From an optimization exercise on the open Yosys and OpenROAD flow, aimed at small area and few clock cycles per item; shortcuts taken in it are not production practice.
Function was checked by simulation only, so behaviour that the tests miss may differ from the original.

Design fp_mult_pipe, start of the top module:
module fp_mult_pipe #(
    parameter int EXP_W = 8,
    parameter int MAN_W = 23
) (
    input  logic                 clk,
    input  logic                 rst,
    input  logic                 in_valid,
    output logic                 in_ready,
    input  logic [EXP_W+MAN_W:0] a,
    input  logic [EXP_W+MAN_W:0] b,
    input  logic [2:0]           rnd,
    output logic                 out_valid,
    input  logic                 out_ready,
    output logic [EXP_W+MAN_W:0] z,
    output logic [7:0]           status
);
clock: 7.5 ns
lec_check: 0
abc_area: 1
cap_margin: 20
core_margin: 2
core_utilization: 60
cts_buf_list: sky130_fd_sc_hd__clkbuf_4 sky130_fd_sc_hd__clkbuf_8
slew_margin: 20
standard.sh (not shown) runs the stock make flow with config.mk's settings and CLKGATE_MAP_FILE= SYNTH_SCRIPT=/design/flow/synth_recipe.tcl, a recipe that flattens the netlist after the stock synthesis.
==> flow/flow/run.sh <==
#!/bin/bash
# The standard layout (standard.sh: the standard flow's synthesis and ORFS flow), with every
# input and output port buffered by a plain buf_1 instead of the default port
# buffer cell, and the timing-driven global placement's resizer changes not
# kept (GPL_KEEP_OVERFLOW=0): repair_timing after CTS fixes what is needed.
# its own log under orfs/logs/.
set -euo pipefail
export BUFFER_PORTS_ARGS="-buffer_cell sky130_fd_sc_hd__buf_1"
export GPL_KEEP_OVERFLOW=0
bash standard.sh finish > flow_make.log 2>&1
Testbench counts at the start, summed over its fixed seeds: cycles 12,008, items 12,000.
Rerun with:
==> flow/flow/run.sh (replaced) <==
#!/bin/bash
# The standard layout (standard.sh: the standard flow's synthesis and ORFS flow), with every
# input and output port buffered by a plain buf_1 instead of the default port
# buffer cell. The make output is kept in flow_make.log; each ORFS step writes
# its own log under orfs/logs/.
set -euo pipefail
export BUFFER_PORTS_ARGS="-buffer_cell sky130_fd_sc_hd__buf_1"
export GPL_KEEP_OVERFLOW=0
bash standard.sh finish > flow_make.log 2>&1
=> Fmax stays the same; setup slack is unchanged; worst hold slack is unchanged; die area stays the same; cell area stays the same; sequential cell count is unchanged; clock skew is unchanged; wire length does not change.
Rerun with:
==> flow/flow/run.sh (replaced) <==
#!/bin/bash
# The standard layout (standard.sh: the standard flow's synthesis and ORFS flow), with every
# input and output port buffered by a plain buf_1 instead of the default port
# buffer cell, and the timing-driven global placement's resizer changes not
# kept (GPL_KEEP_OVERFLOW=0): repair_timing after CTS fixes what is needed.
# The make output is kept in flow_make.log; each ORFS step writes its own log
# under orfs/logs/.
set -euo pipefail
export BUFFER_PORTS_ARGS="-buffer_cell sky130_fd_sc_hd__buf_1"
export GPL_KEEP_OVERFLOW=0
bash standard.sh finish > flow_make.log 2>&1
--- a/flow/config.mk
+++ b/flow/config.mk
@@ -9,5 +9,5 @@
 export CAP_MARGIN = 20
 export CORE_MARGIN = 2
-export CORE_UTILIZATION = 60
+export CORE_UTILIZATION = 70
 export CTS_BUF_LIST = sky130_fd_sc_hd__clkbuf_4 sky130_fd_sc_hd__clkbuf_8
 export SLEW_MARGIN = 20
Effect: The new run finished with timing, DRC and antenna clean; final area went down by about 0.56%; sequential share of layout area hardly moves; die area went down by 14%; wire length went up by 1.5%; non-clock buffer count went down by 9.

* * *

Another version of the RTL of fp_mult_pipe (not shown whole).
Size: roughly 2,200 cells after synthesis, ~42 flip-flops, roughly 110 I/O pins, ~18,000 µm² of cells after synthesis.
Settings: LEC_CHECK=0, ABC_AREA=1, CAP_MARGIN=20, CORE_MARGIN=2, CORE_UTILIZATION=60, CTS_BUF_LIST=sky130_fd_sc_hd__clkbuf_4 sky130_fd_sc_hd__clkbuf_8, SLEW_MARGIN=20; clock period 7.5 ns.
==> flow/flow/run.sh <==
#!/bin/bash
# The standard layout (standard.sh: the standard flow's synthesis and ORFS flow), with every
# input and output port buffered by a plain buf_1 instead of the default port
# buffer cell. The make output is kept in flow_make.log; each ORFS step writes
# its own log under orfs/logs/.
set -euo pipefail
export BUFFER_PORTS_ARGS="-buffer_cell sky130_fd_sc_hd__buf_1"
bash standard.sh finish > flow_make.log 2>&1
Testbench counts at the start, summed over its fixed seeds: cycles 12,008, items 12,000.
==> next run, changes <==
--- a/flow/config.mk
+++ b/flow/config.mk
@@ -11,2 +11 @@
-export CORE_UTILIZATION = 60
-export CTS_BUF_LIST = sky130_fd_sc_hd__clkbuf_4 sky130_fd_sc_hd__clkbuf_8
+export CORE_UTILIZATION = 40
Effect: Clock-buffer cell count rose by 1. Routed wire length grows by 2.8%. Setup slack stays flat. Hold slack degrades by 0.014 ns. Die area climbs by 49%. Critical path depth came out higher by 1. Non-clock buffer count came out higher by 14. Core utilization drops by 21 points.

## separate check: timing with driven ports
The flow's constraints put no driver on any port. The routed layouts listed below were extracted and timed again, unchanged, in two steps.
Step 1 assumes that a clkbuf_16 drives the clock port and a buf_2 every other input.
Step 2 also shifts input and output timing later by t, the mid clock arrival at the registers, as if the neighbouring blocks saw the same clock.
a / b / c = ideal ports / drivers / drivers and shift; a / b = the first two.
run	t, ns	setup slack, ns	latest minus earliest clock arrival (ns)
the first run of note 1	0.349	0.183 / 0.178 / -0.171	0.010 / 0.010
the second run of note 1	0.349	0.183 / 0.178 / -0.171	0.010 / 0.010
the third run of note 1	0.346	0.134 / 0.148 / -0.197	0.015 / 0.015
the first run of note 2	0.355	0.245 / 0.242 / -0.113	0.008 / 0.008
the second run of note 2	0.325	0.245 / 0.213 / -0.112	0.010 / 0.010
Met with ideal ports but missed after step 2: setup timing in every run listed. For the first run of note 2, which loses most, drivers alone change the setup slack by -0.003 ns; drivers and shift together by -0.358 ns.
